This is an optimization exercise on Yosys and OpenROAD, whose aim is small area, a short achievable clock period and few clock cycles per item, not a production implementation.
Function was checked by simulation only, so behaviour that the tests miss may differ from the original.
No activity file was given, so power comes from the tool's default toggle rates.

### config.mk
export PLATFORM = sky130hd
export DESIGN_NAME = pe_top
export DESIGN_NICKNAME = pe_top
export VERILOG_FILES = /design/flow/design.v
export SDC_FILE = /design/flow/constraint.sdc
export NUM_CORES = 4
export LEC_CHECK = 0
export CAP_MARGIN = 20
export CORE_MARGIN = 2
export CORE_UTILIZATION = 40
export SETUP_SLACK_MARGIN = 4.0
export SLEW_MARGIN = 20
### constraint.sdc
create_clock -name core_clock -period 7.0 [get_ports {clk}]
set_input_delay 1.4000 -clock core_clock [delete_from_list [all_inputs] [get_ports {clk}]]
set_output_delay 1.4000 -clock core_clock [all_outputs]
set_load 0.01 [all_outputs]
### design.v
package pe_pkg;
    localparam int DATA_W = 16;
    localparam int CFG_W = 8;
    localparam int SPAD_DEPTH = 12;
    localparam int SPAD_AW = 4;
    localparam int IN_FIFO_DEPTH = 4;
    localparam int OUT_FIFO_DEPTH = 6;
endpackage
module booth_tree (
    input  logic [15:0] a,
    input  logic [7:0]  neg,
    input  logic [7:0]  one,
    input  logic [7:0]  two,
    input  logic [15:0] x,
    output logic [38:0] pv
);
    logic [16:0] a2;
    assign a2 = {a, 1'b0};
    logic [15:0] pp0;
    assign pp0 = (({16{one[0]}} & a[15:0]) | ({16{two[0]}} & a2[15:0])) ^ {16{neg[0]}};
    logic [13:0] pp1;
    assign pp1 = (({14{one[1]}} & a[13:0]) | ({14{two[1]}} & a2[13:0])) ^ {14{neg[1]}};
    logic [11:0] pp2;
    assign pp2 = (({12{one[2]}} & a[11:0]) | ({12{two[2]}} & a2[11:0])) ^ {12{neg[2]}};
    logic [9:0] pp3;
    assign pp3 = (({10{one[3]}} & a[9:0]) | ({10{two[3]}} & a2[9:0])) ^ {10{neg[3]}};
    logic [7:0] pp4;
    assign pp4 = (({8{one[4]}} & a[7:0]) | ({8{two[4]}} & a2[7:0])) ^ {8{neg[4]}};
    logic [5:0] pp5;
    assign pp5 = (({6{one[5]}} & a[5:0]) | ({6{two[5]}} & a2[5:0])) ^ {6{neg[5]}};
    logic [3:0] pp6;
    assign pp6 = (({4{one[6]}} & a[3:0]) | ({4{two[6]}} & a2[3:0])) ^ {4{neg[6]}};
    logic [1:0] pp7;
    assign pp7 = (({2{one[7]}} & a[1:0]) | ({2{two[7]}} & a2[1:0])) ^ {2{neg[7]}};
    wire t1 = neg[0] ^ x[0];
    wire t2 = neg[0] & x[0];
    wire t3 = x[1] ^ t2;
    wire t4 = x[1] & t2;
    wire t5 = neg[1] ^ x[2] ^ pp0[2];
    wire t6 = (neg[1] & x[2]) | (neg[1] & pp0[2]) | (x[2] & pp0[2]);
    wire t7 = pp1[0] ^ t4;
    wire t8 = pp1[0] & t4;
    wire t9 = x[3] ^ pp0[3] ^ pp1[1];
    wire t10 = (x[3] & pp0[3]) | (x[3] & pp1[1]) | (pp0[3] & pp1[1]);
    wire t11 = t6 ^ t8;
    wire t12 = t6 & t8;
    wire t13 = neg[2] ^ x[4] ^ pp0[4];
    wire t14 = (neg[2] & x[4]) | (neg[2] & pp0[4]) | (x[4] & pp0[4]);
    wire t15 = pp1[2] ^ pp2[0] ^ t10;
    wire t16 = (pp1[2] & pp2[0]) | (pp1[2] & t10) | (pp2[0] & t10);
    wire t17 = t13 ^ t12;
    wire t18 = t13 & t12;
    wire t19 = x[5] ^ pp0[5] ^ pp1[3];
    wire t20 = (x[5] & pp0[5]) | (x[5] & pp1[3]) | (pp0[5] & pp1[3]);
    wire t21 = pp2[1] ^ t14 ^ t19;
    wire t22 = (pp2[1] & t14) | (pp2[1] & t19) | (t14 & t19);
    wire t23 = t16 ^ t18;
    wire t24 = t16 & t18;
    wire t25 = neg[3] ^ x[6] ^ pp0[6];
    wire t26 = (neg[3] & x[6]) | (neg[3] & pp0[6]) | (x[6] & pp0[6]);
    wire t27 = pp1[4] ^ pp2[2] ^ pp3[0];
    wire t28 = (pp1[4] & pp2[2]) | (pp1[4] & pp3[0]) | (pp2[2] & pp3[0]);
    wire t29 = t20 ^ t25 ^ t27;
    wire t30 = (t20 & t25) | (t20 & t27) | (t25 & t27);
    wire t31 = t22 ^ t29;
    wire t32 = t22 & t29;
    wire t33 = x[7] ^ pp0[7] ^ pp1[5];
    wire t34 = (x[7] & pp0[7]) | (x[7] & pp1[5]) | (pp0[7] & pp1[5]);
    wire t35 = pp2[3] ^ pp3[1] ^ t26;
    wire t36 = (pp2[3] & pp3[1]) | (pp2[3] & t26) | (pp3[1] & t26);
    wire t37 = t28 ^ t33 ^ t30;
    wire t38 = (t28 & t33) | (t28 & t30) | (t33 & t30);
    wire t39 = t35 ^ t32;
    wire t40 = t35 & t32;
    wire t41 = neg[4] ^ x[8] ^ pp0[8];
    wire t42 = (neg[4] & x[8]) | (neg[4] & pp0[8]) | (x[8] & pp0[8]);
    wire t43 = pp1[6] ^ pp2[4] ^ pp3[2];
    wire t44 = (pp1[6] & pp2[4]) | (pp1[6] & pp3[2]) | (pp2[4] & pp3[2]);
    wire t45 = pp4[0] ^ t34 ^ t41;
    wire t46 = (pp4[0] & t34) | (pp4[0] & t41) | (t34 & t41);
    wire t47 = t43 ^ t36 ^ t45;
    wire t48 = (t43 & t36) | (t43 & t45) | (t36 & t45);
    wire t49 = x[9] ^ pp0[9] ^ pp1[7];
    wire t50 = (x[9] & pp0[9]) | (x[9] & pp1[7]) | (pp0[9] & pp1[7]);
    wire t51 = pp2[5] ^ pp3[3] ^ pp4[1];
    wire t52 = (pp2[5] & pp3[3]) | (pp2[5] & pp4[1]) | (pp3[3] & pp4[1]);
    wire t53 = t42 ^ t44 ^ t49;
    wire t54 = (t42 & t44) | (t42 & t49) | (t44 & t49);
    wire t55 = t51 ^ t46 ^ t53;
    wire t56 = (t51 & t46) | (t51 & t53) | (t46 & t53);
    wire t57 = neg[5] ^ x[10] ^ pp0[10];
    wire t58 = (neg[5] & x[10]) | (neg[5] & pp0[10]) | (x[10] & pp0[10]);
    wire t59 = pp1[8] ^ pp2[6] ^ pp3[4];
    wire t60 = (pp1[8] & pp2[6]) | (pp1[8] & pp3[4]) | (pp2[6] & pp3[4]);
    wire t61 = pp4[2] ^ pp5[0] ^ t50;
    wire t62 = (pp4[2] & pp5[0]) | (pp4[2] & t50) | (pp5[0] & t50);
    wire t63 = t52 ^ t57 ^ t59;
    wire t64 = (t52 & t57) | (t52 & t59) | (t57 & t59);
    wire t65 = t54 ^ t61 ^ t63;
    wire t66 = (t54 & t61) | (t54 & t63) | (t61 & t63);
    wire t67 = x[11] ^ pp0[11] ^ pp1[9];
    wire t68 = (x[11] & pp0[11]) | (x[11] & pp1[9]) | (pp0[11] & pp1[9]);
    wire t69 = pp2[7] ^ pp3[5] ^ pp4[3];
    wire t70 = (pp2[7] & pp3[5]) | (pp2[7] & pp4[3]) | (pp3[5] & pp4[3]);
    wire t71 = pp5[1] ^ t58 ^ t60;
    wire t72 = (pp5[1] & t58) | (pp5[1] & t60) | (t58 & t60);
    wire t73 = t67 ^ t69 ^ t62;
    wire t74 = (t67 & t69) | (t67 & t62) | (t69 & t62);
    wire t75 = neg[6] ^ x[12] ^ pp0[12];
    wire t76 = (neg[6] & x[12]) | (neg[6] & pp0[12]) | (x[12] & pp0[12]);
    wire t77 = pp1[10] ^ pp2[8] ^ pp3[6];
    wire t78 = (pp1[10] & pp2[8]) | (pp1[10] & pp3[6]) | (pp2[8] & pp3[6]);
    wire t79 = pp4[4] ^ pp5[2] ^ pp6[0];
    wire t80 = (pp4[4] & pp5[2]) | (pp4[4] & pp6[0]) | (pp5[2] & pp6[0]);
    wire t81 = t68 ^ t70 ^ t75;
    wire t82 = (t68 & t70) | (t68 & t75) | (t70 & t75);
    wire t83 = t77 ^ t79 ^ t72;
    wire t84 = (t77 & t79) | (t77 & t72) | (t79 & t72);
    wire t85 = t81 ^ t74;
    wire t86 = t81 & t74;
    wire t87 = x[13] ^ pp0[13] ^ pp1[11];
    wire t88 = (x[13] & pp0[13]) | (x[13] & pp1[11]) | (pp0[13] & pp1[11]);
    wire t89 = pp2[9] ^ pp3[7] ^ pp4[5];
    wire t90 = (pp2[9] & pp3[7]) | (pp2[9] & pp4[5]) | (pp3[7] & pp4[5]);
    wire t91 = pp5[3] ^ pp6[1] ^ t76;
    wire t92 = (pp5[3] & pp6[1]) | (pp5[3] & t76) | (pp6[1] & t76);
    wire t93 = t78 ^ t80 ^ t87;
    wire t94 = (t78 & t80) | (t78 & t87) | (t80 & t87);
    wire t95 = t89 ^ t82 ^ t91;
    wire t96 = (t89 & t82) | (t89 & t91) | (t82 & t91);
    wire t97 = neg[7] ^ x[14] ^ pp0[14];
    wire t98 = (neg[7] & x[14]) | (neg[7] & pp0[14]) | (x[14] & pp0[14]);
    wire t99 = pp1[12] ^ pp2[10] ^ pp3[8];
    wire t100 = (pp1[12] & pp2[10]) | (pp1[12] & pp3[8]) | (pp2[10] & pp3[8]);
    wire t101 = pp4[6] ^ pp5[4] ^ pp6[2];
    wire t102 = (pp4[6] & pp5[4]) | (pp4[6] & pp6[2]) | (pp5[4] & pp6[2]);
    wire t103 = pp7[0] ^ t88 ^ t90;
    wire t104 = (pp7[0] & t88) | (pp7[0] & t90) | (t88 & t90);
    wire t105 = t97 ^ t99 ^ t101;
    wire t106 = (t97 & t99) | (t97 & t101) | (t99 & t101);
    wire t107 = t92 ^ t94 ^ t103;
    wire t108 = (t92 & t94) | (t92 & t103) | (t94 & t103);
    wire t109 = x[15] ^ pp0[15] ^ pp1[13] ^ pp2[11] ^ pp3[9] ^ pp4[7] ^ pp5[5] ^ pp6[3] ^ pp7[1];
    wire t110 = t98 ^ t100 ^ t102 ^ t104 ^ t106;
    assign pv[0] = pp0[0];
    assign pv[1] = t1;
    assign pv[2] = pp0[1];
    assign pv[3] = t3;
    assign pv[4] = t5;
    assign pv[5] = t7;
    assign pv[6] = t9;
    assign pv[7] = t11;
    assign pv[8] = t15;
    assign pv[9] = t17;
    assign pv[10] = t21;
    assign pv[11] = t23;
    assign pv[12] = t24;
    assign pv[13] = t31;
    assign pv[14] = t37;
    assign pv[15] = t39;
    assign pv[16] = t38;
    assign pv[17] = t40;
    assign pv[18] = t47;
    assign pv[19] = t48;
    assign pv[20] = t55;
    assign pv[21] = t56;
    assign pv[22] = t65;
    assign pv[23] = t64;
    assign pv[24] = t71;
    assign pv[25] = t73;
    assign pv[26] = t66;
    assign pv[27] = t83;
    assign pv[28] = t85;
    assign pv[29] = t93;
    assign pv[30] = t84;
    assign pv[31] = t95;
    assign pv[32] = t86;
    assign pv[33] = t105;
    assign pv[34] = t96;
    assign pv[35] = t107;
    assign pv[36] = t109;
    assign pv[37] = t108;
    assign pv[38] = t110;
endmodule
module acc_tree (
    input  logic [15:0] acc,
    input  logic [38:0] pv,
    output logic [15:0] s,
    output logic [15:0] c
);
    wire u111 = acc[0] ^ pv[0];
    wire u112 = acc[0] & pv[0];
    wire u113 = acc[1] ^ pv[2] ^ pv[3];
    wire u114 = (acc[1] & pv[2]) | (acc[1] & pv[3]) | (pv[2] & pv[3]);
    wire u115 = acc[2] ^ pv[4] ^ pv[5];
    wire u116 = (acc[2] & pv[4]) | (acc[2] & pv[5]) | (pv[4] & pv[5]);
    wire u117 = acc[3] ^ pv[6] ^ pv[7];
    wire u118 = (acc[3] & pv[6]) | (acc[3] & pv[7]) | (pv[6] & pv[7]);
    wire u119 = acc[4] ^ pv[8] ^ pv[9];
    wire u120 = (acc[4] & pv[8]) | (acc[4] & pv[9]) | (pv[8] & pv[9]);
    wire u121 = acc[5] ^ pv[10] ^ pv[11];
    wire u122 = (acc[5] & pv[10]) | (acc[5] & pv[11]) | (pv[10] & pv[11]);
    wire u123 = acc[6] ^ pv[12] ^ pv[13];
    wire u124 = (acc[6] & pv[12]) | (acc[6] & pv[13]) | (pv[12] & pv[13]);
    wire u125 = acc[7] ^ pv[14] ^ pv[15];
    wire u126 = (acc[7] & pv[14]) | (acc[7] & pv[15]) | (pv[14] & pv[15]);
    wire u127 = acc[8] ^ pv[16] ^ pv[17];
    wire u128 = (acc[8] & pv[16]) | (acc[8] & pv[17]) | (pv[16] & pv[17]);
    wire u129 = pv[18] ^ u126;
    wire u130 = pv[18] & u126;
    wire u131 = acc[9] ^ pv[19] ^ pv[20];
    wire u132 = (acc[9] & pv[19]) | (acc[9] & pv[20]) | (pv[19] & pv[20]);
    wire u133 = u128 ^ u131;
    wire u134 = u128 & u131;
    wire u135 = acc[10] ^ pv[21] ^ pv[22];
    wire u136 = (acc[10] & pv[21]) | (acc[10] & pv[22]) | (pv[21] & pv[22]);
    wire u137 = u132 ^ u135;
    wire u138 = u132 & u135;
    wire u139 = acc[11] ^ pv[23] ^ pv[24];
    wire u140 = (acc[11] & pv[23]) | (acc[11] & pv[24]) | (pv[23] & pv[24]);
    wire u141 = pv[25] ^ pv[26] ^ u136;
    wire u142 = (pv[25] & pv[26]) | (pv[25] & u136) | (pv[26] & u136);
    wire u143 = u139 ^ u138;
    wire u144 = u139 & u138;
    wire u145 = acc[12] ^ pv[27] ^ pv[28];
    wire u146 = (acc[12] & pv[27]) | (acc[12] & pv[28]) | (pv[27] & pv[28]);
    wire u147 = u140 ^ u145 ^ u142;
    wire u148 = (u140 & u145) | (u140 & u142) | (u145 & u142);
    wire u149 = acc[13] ^ pv[29] ^ pv[30];
    wire u150 = (acc[13] & pv[29]) | (acc[13] & pv[30]) | (pv[29] & pv[30]);
    wire u151 = pv[31] ^ pv[32] ^ u146;
    wire u152 = (pv[31] & pv[32]) | (pv[31] & u146) | (pv[32] & u146);
    wire u153 = u149 ^ u151;
    wire u154 = u149 & u151;
    wire u155 = acc[14] ^ pv[33] ^ pv[34];
    wire u156 = (acc[14] & pv[33]) | (acc[14] & pv[34]) | (pv[33] & pv[34]);
    wire u157 = pv[35] ^ u150 ^ u155;
    wire u158 = (pv[35] & u150) | (pv[35] & u155) | (u150 & u155);
    wire u159 = u152 ^ u157;
    wire u160 = u152 & u157;
    wire u161 = acc[15] ^ pv[36];
    wire u162 = pv[37] ^ pv[38];
    wire u163 = u161 ^ u162;
    wire u164 = u163 ^ u156;
    wire u165 = u164 ^ u158;
    assign s[0] = pv[1];
    assign c[0] = u111;
    assign s[1] = u112;
    assign c[1] = u113;
    assign s[2] = u114;
    assign c[2] = u115;
    assign s[3] = u116;
    assign c[3] = u117;
    assign s[4] = u118;
    assign c[4] = u119;
    assign s[5] = u120;
    assign c[5] = u121;
    assign s[6] = u122;
    assign c[6] = u123;
    assign s[7] = u124;
    assign c[7] = u125;
    assign s[8] = u127;
    assign c[8] = u129;
    assign s[9] = u130;
    assign c[9] = u133;
    assign s[10] = u134;
    assign c[10] = u137;
    assign s[11] = u141;
    assign c[11] = u143;
    assign s[12] = u144;
    assign c[12] = u147;
    assign s[13] = u153;
    assign c[13] = u148;
    assign s[14] = u154;
    assign c[14] = u159;
    assign s[15] = u165;
    assign c[15] = u160;
endmodule
module mac_core (
    input  logic        clk,
    input  logic [15:0] a,
    input  logic [7:0]  neg,
    input  logic [7:0]  one,
    input  logic [7:0]  two,
    input  logic [15:0] x,
    input  logic [15:0] acc,
    output logic [15:0] s,
    output logic [15:0] c
);
    logic [38:0] pv, pv_r;
    booth_tree t1 (.a(a), .neg(neg), .one(one), .two(two), .x(x), .pv(pv));
    always_ff @(posedge clk)
        pv_r <= pv;
    acc_tree t2 (.acc(acc), .pv(pv_r), .s(s), .c(c));
endmodule
module pe_top (
    input  logic                      clk,
    input  logic                      rstn,
    input  logic [pe_pkg::CFG_W-1:0]  filter_size,
    input  logic                      iact_write_en,
    input  logic [pe_pkg::DATA_W-1:0] data_iact_in,
    output logic                      iact_ready,
    input  logic                      weight_write_en,
    input  logic [pe_pkg::DATA_W-1:0] data_weight_in,
    output logic                      weight_ready,
    input  logic                      psum_write_en,
    input  logic [pe_pkg::DATA_W-1:0] data_psum_in,
    output logic                      psum_ready,
    input  logic                      psum_read_en,
    output logic [pe_pkg::DATA_W-1:0] data_psum_out,
    output logic                      psum_out_valid
);
    logic [15:0] a_r, p_r;
    logic [7:0]  neg_r, one_r, two_r;    
    logic        va, vb, vp;
    logic [16:0] w_ext;
    logic [7:0]  w_neg, w_one, w_two;
    assign w_ext = {data_weight_in, 1'b0};
    always_comb begin
        for (int k = 0; k < 8; k++) begin
            w_neg[k] = w_ext[2*k+2];
            w_one[k] = w_ext[2*k+1] ^ w_ext[2*k];
            w_two[k] = (w_ext[2*k+2] & ~w_ext[2*k+1] & ~w_ext[2*k])
                     | (~w_ext[2*k+2] & w_ext[2*k+1] & w_ext[2*k]);
        end
    end
    logic        first_r;      
    logic [3:0]  rem;          
    logic        last_r;       
    logic        v2;           
    logic        first2;       
    logic        last2;        
    logic        out_v;        
    logic        en_r;         
    logic        prdy_r;       
    logic        rdy_a_r;      
    logic        rdy_b_r;      
    logic        rst_q;        
    logic        fire;
    assign fire   = va && vb && en_r;
    assign iact_ready   = rdy_a_r;
    assign weight_ready = rdy_b_r;
    assign psum_ready   = prdy_r;
    always_ff @(posedge clk) begin
        if (iact_ready)   a_r <= data_iact_in;
        if (weight_ready) begin
            neg_r <= w_neg;
            one_r <= w_one;
            two_r <= w_two;
        end
        if (psum_ready)   p_r <= data_psum_in;
    end
    logic        va_n, vb_n, vp_n, first_n, last_n, out_v_n, en_n;
    logic [3:0]  rem_n;
    logic [3:0]  fs_m1;
    assign fs_m1   = filter_size[3:0] - 4'd1;
    assign va_n    = iact_ready   ? iact_write_en   : va;
    assign vb_n    = weight_ready ? weight_write_en : vb;
    assign vp_n    = psum_ready   ? psum_write_en   : vp;
    assign first_n = fire ? last_r : first_r;
    assign rem_n   = first_n ? fs_m1 : (fire ? rem - 4'd1 : rem);
    assign last_n  = first_n ? (filter_size[3:0] == 4'd1)
                             : (rem == (fire ? 4'd1 : 4'd0));
    assign out_v_n = (v2 && last2) || (out_v && !psum_read_en);
    assign en_n    = (!first_n || (vp_n && !(fire && first_r)))
                     && (!last_n || (!out_v_n && !(fire && last_r)));
    always_ff @(posedge clk) begin
        if (!rstn) begin
            va      <= 1'b0;
            vb      <= 1'b0;
            vp      <= 1'b0;
            first_r <= 1'b1;
            v2      <= 1'b0;
            out_v   <= 1'b0;
            en_r    <= 1'b0;
            prdy_r  <= 1'b1;
            rdy_a_r <= 1'b1;
            rdy_b_r <= 1'b1;
        end else begin
            va      <= va_n;
            vb      <= vb_n;
            vp      <= vp_n;
            first_r <= first_n;
            v2      <= fire;
            out_v   <= out_v_n;
            en_r    <= en_n;
            prdy_r  <= !vp_n || (fire && first_r);
            rdy_a_r <= !va_n || (vb_n && en_n);
            rdy_b_r <= !vb_n || (va_n && en_n);
        end
    end
    always_ff @(posedge clk) begin
        rst_q  <= !rstn;
        rem    <= rem_n;
        last_r <= last_n;
    end
    logic [15:0] acc, out_r;
    logic [15:0] sum;
    logic [15:0] acc_s, acc_c;
    mac_core mac (
        .clk (clk),
        .a   (a_r),
        .neg (neg_r),
        .one (one_r),
        .two (two_r),
        .x   (first_r ? p_r : 16'd0),
        .acc (acc),
        .s   (acc_s),
        .c   (acc_c)
    );
    always_ff @(posedge clk) begin
        if (fire) begin
            first2 <= first_r;
            last2  <= last_r;
        end
    end
    assign sum = acc_s + acc_c;
    always_ff @(posedge clk) begin
        if (rst_q || (v2 && last2))
            acc <= '0;
        else if (v2)
            acc <= sum;
        if (v2 && last2)
            out_r <= sum;
    end
    assign psum_out_valid = out_v;
    assign data_psum_out  = out_r;
endmodule
### flow/run.sh
#!/bin/bash
set -euo pipefail
export BUFFER_PORTS_ARGS="-buffer_cell sky130_fd_sc_hd__buf_1"
export CTS_ARGS="-sink_clustering_enable -repair_clock_nets -buf_list sky130_fd_sc_hd__clkbuf_8 -dont_use_dummy_load"
export SETUP_MOVE_SEQUENCE="unbuffer,sizeup,swap,buffer,clone"
bash standard.sh finish > standard.log 2>&1
### standard.sh
#!/bin/bash
# synth_recipe.tcl (not shown) runs the flow's synth.tcl, then flattens the netlist and writes it again
# the make line also repeats each setting of config.mk as NAME=value (left out here)
make -C /OpenROAD-flow-scripts/flow DESIGN_CONFIG=/design/flow/config.mk WORK_HOME=/design/flow/orfs CLKGATE_MAP_FILE= SYNTH_SCRIPT=/design/flow/synth_recipe.tcl "${@:-finish}"
==> impl_metrics.csv <==
group,metric,value,unit
place,place_area,8830,um2
power_and_ir_drop,seqPwrFrac,33.8,%
timing,hold_viol_final,0,
clock_tree,cts_buffer_depth,2,
timing,fin_setup_tns,0,ns
power_and_ir_drop,ir_drop,0.246,mV
worst_setup_path,crit_path_max_incr_delay,0.89,ns
worst_setup_path,cpMostUsedCell,"fa_1",
cells_and_area,nets,941,
clock_tree,insertion_delay,0.44,ns
power_and_ir_drop,power_density,406,nW/um2
logic_synthesis,seq_area_frac_synth,44.0,%
logic_synthesis,synth_commonest_cells,"xnor2_1, edfxtp_1, inv_1",
grt,grt_max_degree,26,
worst_setup_path,critPathLaunchType,"flop",
place,gp_congestion,0.839,
timing,finalCritPeriodShare,40.5,%
worst_setup_path,cp_num_buf_inv,1,
power_and_ir_drop,p_sw_share,39.3,%
logic_synthesis,yosys.area.top_type,"edfxtp_1",
drt,drt_iter0_markers,268,
floorplan,dieHeight,148,um
worst_setup_path,worstPathRequired,7.31,ns
logic_synthesis,yosys_warnings,2,
grt,track_usage,15.8,%
power_and_ir_drop,power_frac_clock,12.8,%
worst_setup_path,crit_chain,"xor2_1 -> fa_1 -> inv_1 -> fa_1 -> fa_1",
worst_setup_path,path_max_fanout,15,
cells_and_area,syn_to_final_growth,9.86,%
grt,grt_pass1_vias,5174,
logic_synthesis,avgSynthCellArea,11.7,um2
logic_synthesis,synth_top_area_share,27.8,%
job,drv_cap,0,
floorplan,dieArea,21900,um2
clock_tree,htree_levels,4,
timing,period_needed,2.84,ns
drt,viasPerCell,4.87,
grt,grt_pass1_wl,26.7,mm
clock_tree,cts_tree,"yes",
power_and_ir_drop,fin_total_pwr,3.70,mW
drt,totalWireLength,16.1,mm
clock_tree,clock-root-buffer,"clkbuf_8",
logic_synthesis,synth_edf_count,77,
drt,remaining_drc_errors,0,
logic_synthesis,ys.flop_type,"edfxtp_1",
grt,antenna_found_initial,0,
clock_tree,path_clk_slew,0.07,ns
power_and_ir_drop,total_leakage_power,3.58,nW
drt,vias,5104,
timing,rsz0062_at_grt,"true",
floorplan,core,20300,um2
logic_synthesis,synth_area_leaders,"edfxtp_1, dfxtp_1, fa_1",
cells_and_area,drive_gt1_share,4.75,%
clock_tree,postCtsHoldBufs,0,
cells_and_area,diodes,0,
clock_tree,cts_buffers,17,
power_and_ir_drop,p_int,2.25,mW
logic_synthesis,syn-cell-area,8310,um2
place,post-dp-hpwl,12.3,mm
logic_synthesis,synth_seq_cells,144,
timing,skew,0.0186,ns
logic_synthesis,synth.net_count,872,
cells_and_area,nFillCells,1954,
worst_hold_path,hold_path_class,"flop to flop",
logic_synthesis,synthCells,712,
logic_synthesis,ys_types,42,
floorplan,pin_count,82,
floorplan,fp.dieW,148,um
timing,finalSetupViolCount,0,
worst_setup_path,arrival,3.15,ns
worst_setup_path,cp_top_family,"adder cells",
timing,maxSlewViolCount,0,
logic_synthesis,yosysMostFrequentCell,"xnor2_1",
logic_synthesis,synthArstFlopShare,0,%
status,status,"complete, no violations",
timing,tightest_slew,0.866,ns
timing,max_freq,352,MHz
worst_setup_path,critPathSlowestCell,"edfxtp_1",
place,portBuffers,77,
drt,final_antenna_net_count,0,
power_and_ir_drop,power_frac_comb,53.4,%
drt,wl_per_cell,15.3,um
grt,overflow,0,
floorplan,initial_core_util,40.9,%
clock_tree,cts.sinks,144,
drt,firstDrtPassIters,5,
floorplan,row_count,52,
worst_setup_path,crit_path_end_kind,"flop",
worst_setup_path,critical_path_class,"flop to flop",
cells_and_area,final_area,9130,um2
power_and_ir_drop,power.switching,1.46,mW
timing,maxSlewHeadroom,42.3,%
[path summary, 6_finish.rpt]
check                                          start                   end  slack, ns  depth (start not counted)
worst max-delay path              neg_r[1]$_DFFE_PP_  mac.pv_r[22]$_DFF_P_       4.16                          5
worst min-delay path            acc[11]$_SDFFE_PP0P_  acc[11]$_SDFFE_PP0P_       0.49                          1
worst max register to register    neg_r[1]$_DFFE_PP_  mac.pv_r[22]$_DFF_P_       4.16                          5
worst min register to register  acc[11]$_SDFFE_PP0P_  acc[11]$_SDFFE_PP0P_       0.49                          1
[kinds of logic (layout without fill, tap and decap cells)]
logic type	after synthesis	count (layout)	synth area share, %
multiplexers	15	15	1.81
AO/OA/AOI/OAI	126	126	10.5
XOR/XNOR	112	112	11.8
buffers and inverters	105	172	4.80
flip-flops	144	144	44.0
adder cells (fa/ha/maj)	98	98	20.5
AND/OR/NAND/NOR	112	112	6.58
[power by group through the flow]
stage          sequential, mW  clock, mW  combinational (mW)
2_1_floorplan            1.21          0                1.56
3_3_place_gp             1.27          0                1.92
3_5_place_dp             1.27          0                1.93
4_1_cts                  1.25      0.494                1.95
5_1_grt                  1.27      0.528                2.31
6_report                 1.25      0.474                1.98
[final cells by class]
| type | instances | area (um2) | area share, % |
|---|---|---|---|
| Clock buffer | 17 | 234 | 2.56 |
| Tap cell | 270 | 338 | 3.70 |
| Inverter | 71 | 267 | 2.92 |
| Sequential cell | 144 | 3660 | 40.0 |
| Multi-Input combinational cell | 463 | 4280 | 46.9 |
| Timing Repair Buffer | 84 | 354 | 3.88 |
[timing repair]
action                                  CTS  global route
pin swaps                                 0             1
endpoints found under the setup margin    1            10
buffers inserted                          1             3
resized for setup                         0             7
[placed cells by master (no fill, tap or decap), drive strengths merged, types with 3 or more instances in the layout]
cell type,netlist,layout
nand2,33,33
nor3,4,4
clkbuf,27,17
a22oi,64,64
nor2,29,29
inv,70,70
a21oi,20,20
a21o,5,5
mux2i,15,15
buf,7,84
ha,34,34
xor2,33,33
a221o,3,3
nand2b,11,11
or3,3,3
a211oi,3,3
dfxtp,67,67
fa,64,64
nand3b,6,6
o21ai,18,18
and2,15,15
xnor2,79,79
edfxtp,77,77
nand3,6,6
[per-stage QoR]
step	setup WS (ns)	utilization (%)	hold WS, ns	instances
CTS	4.01	44.7	0.495	1046
global placement	3.98	43.5	0.468	1028
global route	3.97	45.0	0.527	1049
detailed placement	3.97	43.5	0.474	1028
floorplan	4.16	-	0.445	712
finish	4.16	45.0	0.490	1049
[worst reg2reg max path: stages (launching register included)]
cell and delay [ns]:
edfxtp_1 0.89, xor2_1 0.21, fa_1 0.58, inv_1 0.06, fa_1 0.50, fa_1 0.47
[flip-flops by register name, summed over array words and instances (netlist names), 4 cells and up]
signal / cells
a_r: 16
acc: 16
mac.pv_r: 39
neg_r: 8
one_r: 8
out_r: 16
p_r: 16
rem: 4
two_r: 8
[layer usage]
layer	track usage, %	part of all wire (%)
met5	0	0
met4	4.86	1.7
met3	3.19	3.7
met2	26.8	49
met1	20.5	46
Testbench counts, summed over its fixed seeds: cycles 18,441, rows 2,394.

[what the ideal ports hide]
Ports are ideal in the flow. The routed layout listed here was re-timed in OpenROAD. Step 1: set_driving_cell puts a clkbuf_16 on clk and a buf_2 on each other input, an assumption about the parent block. Step 2 times the ports against the registers' clock, not the clock port: input delays grow and output delays shrink by t, the midpoint of the rising clock arrivals with the driver on. Slacks: ideal / step 1 / step 2; pairs: ideal / step 1.
shift t [ns]: 0.472
slack for setup (ns): 4.162 / 4.162 / 3.923
latest minus earliest clock arrival (ns): 0.020 / 0.020
After both steps this run still meets setup and hold. For this run, drivers alone change the setup slack by 0.000 ns; drivers and shift together by -0.239 ns.
